Background: an optimization exercise with open tools, aiming at small area, a short achievable clock period and few clock cycles per item. Do not read the settings as production practice. Only simulation tests tie the RTL to the original design; equivalence was not proved. Power figures rest on the tool's default switching activity, not on a simulated workload.

== build 91 ==
==> flow/design.v (excerpt) <==
module compression_ratio_reset_monitor_unit (
    input  wire logic                               aclk,
    input  wire logic                               aresetn,
    input  wire logic                               s_valid,
    output logic                                    s_ready,
    input  wire logic [63:0]                        s_data,
    output logic                                    m_valid,
    input  wire logic                               m_ready,
    output logic [57:0]                             m_data,
    input  wire logic                               psel,
    input  wire logic                               penable,
    input  wire logic                               pwrite,
    input  wire logic [crrm_pkg::ADDR_BITS-1:0]     paddr,
    input  wire logic [crrm_pkg::DATA_BITS-1:0]     pwdata,
    output logic [crrm_pkg::DATA_BITS-1:0]          prdata,
    output logic                                    pready
);
    localparam int RB  = crrm_pkg::RATIO_BITS;
    localparam int CB  = crrm_pkg::COUNT_BITS;
    localparam int GB  = crrm_pkg::GAIN_BITS;
    localparam int NS  = crrm_pkg::DIV_STEPS;
    localparam int NC  = crrm_pkg::DIV_CYC;
    localparam int SH  = crrm_pkg::DIV_SHIFT;
    localparam int W   = crrm_pkg::REM_BITS;
    localparam int MB  = crrm_pkg::MUL_B;
    localparam int MC  = crrm_pkg::MUL_CYC;
    localparam int DCB = $clog2(NC);
    localparam int MCB = $clog2(MC + 1);
    localparam int AW  = RB + MB;           
    localparam int TB  = RB + 4;            
  ...
export LEC_CHECK = 0
export CAP_MARGIN = 20
export CORE_MARGIN = 2
export CORE_UTILIZATION = 40
export CTS_CLUSTER_DIAMETER = 80
export CTS_CLUSTER_SIZE = 40
export SETUP_SLACK_MARGIN = 4.0
export SLEW_MARGIN = 20
create_clock -name core_clock -period 9.0 [get_ports {aclk}]
run.sh (not shown) runs the stock make flow with config.mk's settings and CLKGATE_MAP_FILE= SYNTH_SCRIPT=/design/flow/synth_recipe.tcl, a recipe that flattens the netlist after the stock synthesis.
Build 91 closes out successfully: all stages finished, all timing, DRC and antenna checks passed.
Testbench counts of build 91, summed over its fixed seeds: cycles 10,001, items 1,920.
For build 32, these inputs were changed with respect to build 91:
- putting PLACE_DENSITY at 0.7 where nothing was set
==> run summary <==
Setup slack: build 32 less than build 91
Delta (build 32 minus build 91): global-route wire length before repair decreased 4.3%, data arrival time of the critical path went up, number of signal-net buffers in the layout lost 23.
Input-level comparison between build 68 and build 32:
- PLACE_DENSITY: 0.7 -> unset
- CTS_CLUSTER_SIZE: 40 -> unset
- CTS_CLUSTER_DIAMETER: 80 -> unset
### Flow results
- Build 32 closes out successfully: all stages finished, all timing, DRC and antenna checks passed.
- Build 68: PASS, flow complete, no timing, DRC or antenna violations
- Taking build 68 over build 32, the total wirelength of the detailed-routed design ratio works out to 1.07.
- Compared with build 32, in build 68 post-CTS repair timing setup buffer count rose by about 13%, share of total power in sequential cells fell by 1.4 points, clock latency at the later pin of the worst-skew pair rose by 0.05 ns, CTS buffer count rose by 81%, cell area after technology mapping stayed essentially flat.
- Between build 32 and build 68, the post-detailed-placement cell area figures differ only marginally.
- Build 68 ended up with fa_1 as its library cell contributing the largest single delay on the critical path; build 32 ended up with edfxtp_1.
- Setup slack (lower): build 32
- Maximum frequency of build 68 exceeds that of build 32 slightly.

---

== build 76 ==
Starting RTL as in the previous note.
make LEC_CHECK=0 CAP_MARGIN=20 CORE_MARGIN=2 CORE_UTILIZATION=40 CTS_CLUSTER_DIAMETER=70 CTS_CLUSTER_SIZE=35 SETUP_SLACK_MARGIN=4.0 SLEW_MARGIN=20 finish   # period 9.0 ns
Build 76 completed end to end with timing, DRC and antenna clean.
Testbench counts of build 76, summed over its fixed seeds: cycles 10,001, items 1,920.
Edits applied to the flow inputs when going from build 76 to build 29:
- an added TNS_END_PERCENT of 10
- a deleted CTS_CLUSTER_SIZE that had been 35
- a deleted CTS_CLUSTER_DIAMETER that had been 70
==> comparison <==
[build 29] fraction of final layout cells with drive strength greater than 1 fell 2.3 points relative to build 76
Build 29 ends up with lower number of nets in the finished design than build 76 does.
The core of build 29 is less densely filled than that of build 76.
On post-layout minimum cycle time, build 76 beats build 29.
Between build 76 and build 29, global-route usage is lower for build 29, build 76 comes in above that.
| wire length on met3 | build 29 vs build 76 | about 4.3% lower |
Looking at end point of the critical path, the facc_q[17]$_SDFFE_PP0P_ result is from build 76; the prdata[10] one comes from build 29.
Side by side, CTS buffer count turned out higher in build 29 than in build 76.
Build 29 vs. build 76: critical path arrival fell by 2.13 ns, slew of the pin with the lowest slew margin rose by 0.053 ns.
## Diff of input files: build 16 against build 29
- putting CTS_CLUSTER_SIZE at 30 where nothing was set
- clearing TNS_END_PERCENT, which used to be 10
- putting CTS_CLUSTER_DIAMETER at 60 where nothing was set
==> run summary <==
Looking at part of the cycle the worst path needs, build 16 sits 1.3 points lower than build 29 does.
Diff build 29 and build 16: number of setup buffers added after CTS lower in build 29
Looking at worst hold slack after final layout across build 29 and build 16, the one that comes out higher is build 29.
[compare] base=build 29 new=build 16: non-clock buffer count has increased; sequential portion of the cell area has decreased; met2 layer wire length in the routed design has increased; internal cell power has increased.

## separate check: timing with driven ports
In the flow no input, the clock included, has a driving cell. The finished layouts below were timed again as built, in two steps.
Step 1: set_driving_cell puts a clkbuf_16 on aclk and a buf_2 on each other input, an assumption about the parent block.
Step 2 adds t to the input delays and takes it off the output delays; t is the mean of the earliest and latest rising clock arrival at the registers after step 1. Input paths then give back, and output paths get back, about the clock's delay inside the block.
Three values: ideal ports, drivers, drivers and shift; two values: the first two.
run	t (ns)	slack for setup (ns)	latest minus earliest clock arrival (ns)
build 91	0.681	4.033 / 4.006 / 3.450	0.041 / 0.041
build 32	0.682	3.965 / 3.965 / 3.329	0.038 / 0.038
build 68	0.737	3.994 / 3.994 / 3.417	0.034 / 0.034
build 76	0.720	4.013 / 4.013 / 3.433	0.040 / 0.039
build 29	0.720	3.842 / 3.807 / 3.265	0.044 / 0.044
build 16	0.763	3.957 / 3.957 / 3.423	0.044 / 0.044
After both steps setup and hold are still met in every run listed. For build 32, which loses most, drivers alone change the setup slack by 0.000 ns; drivers and shift together by -0.636 ns.
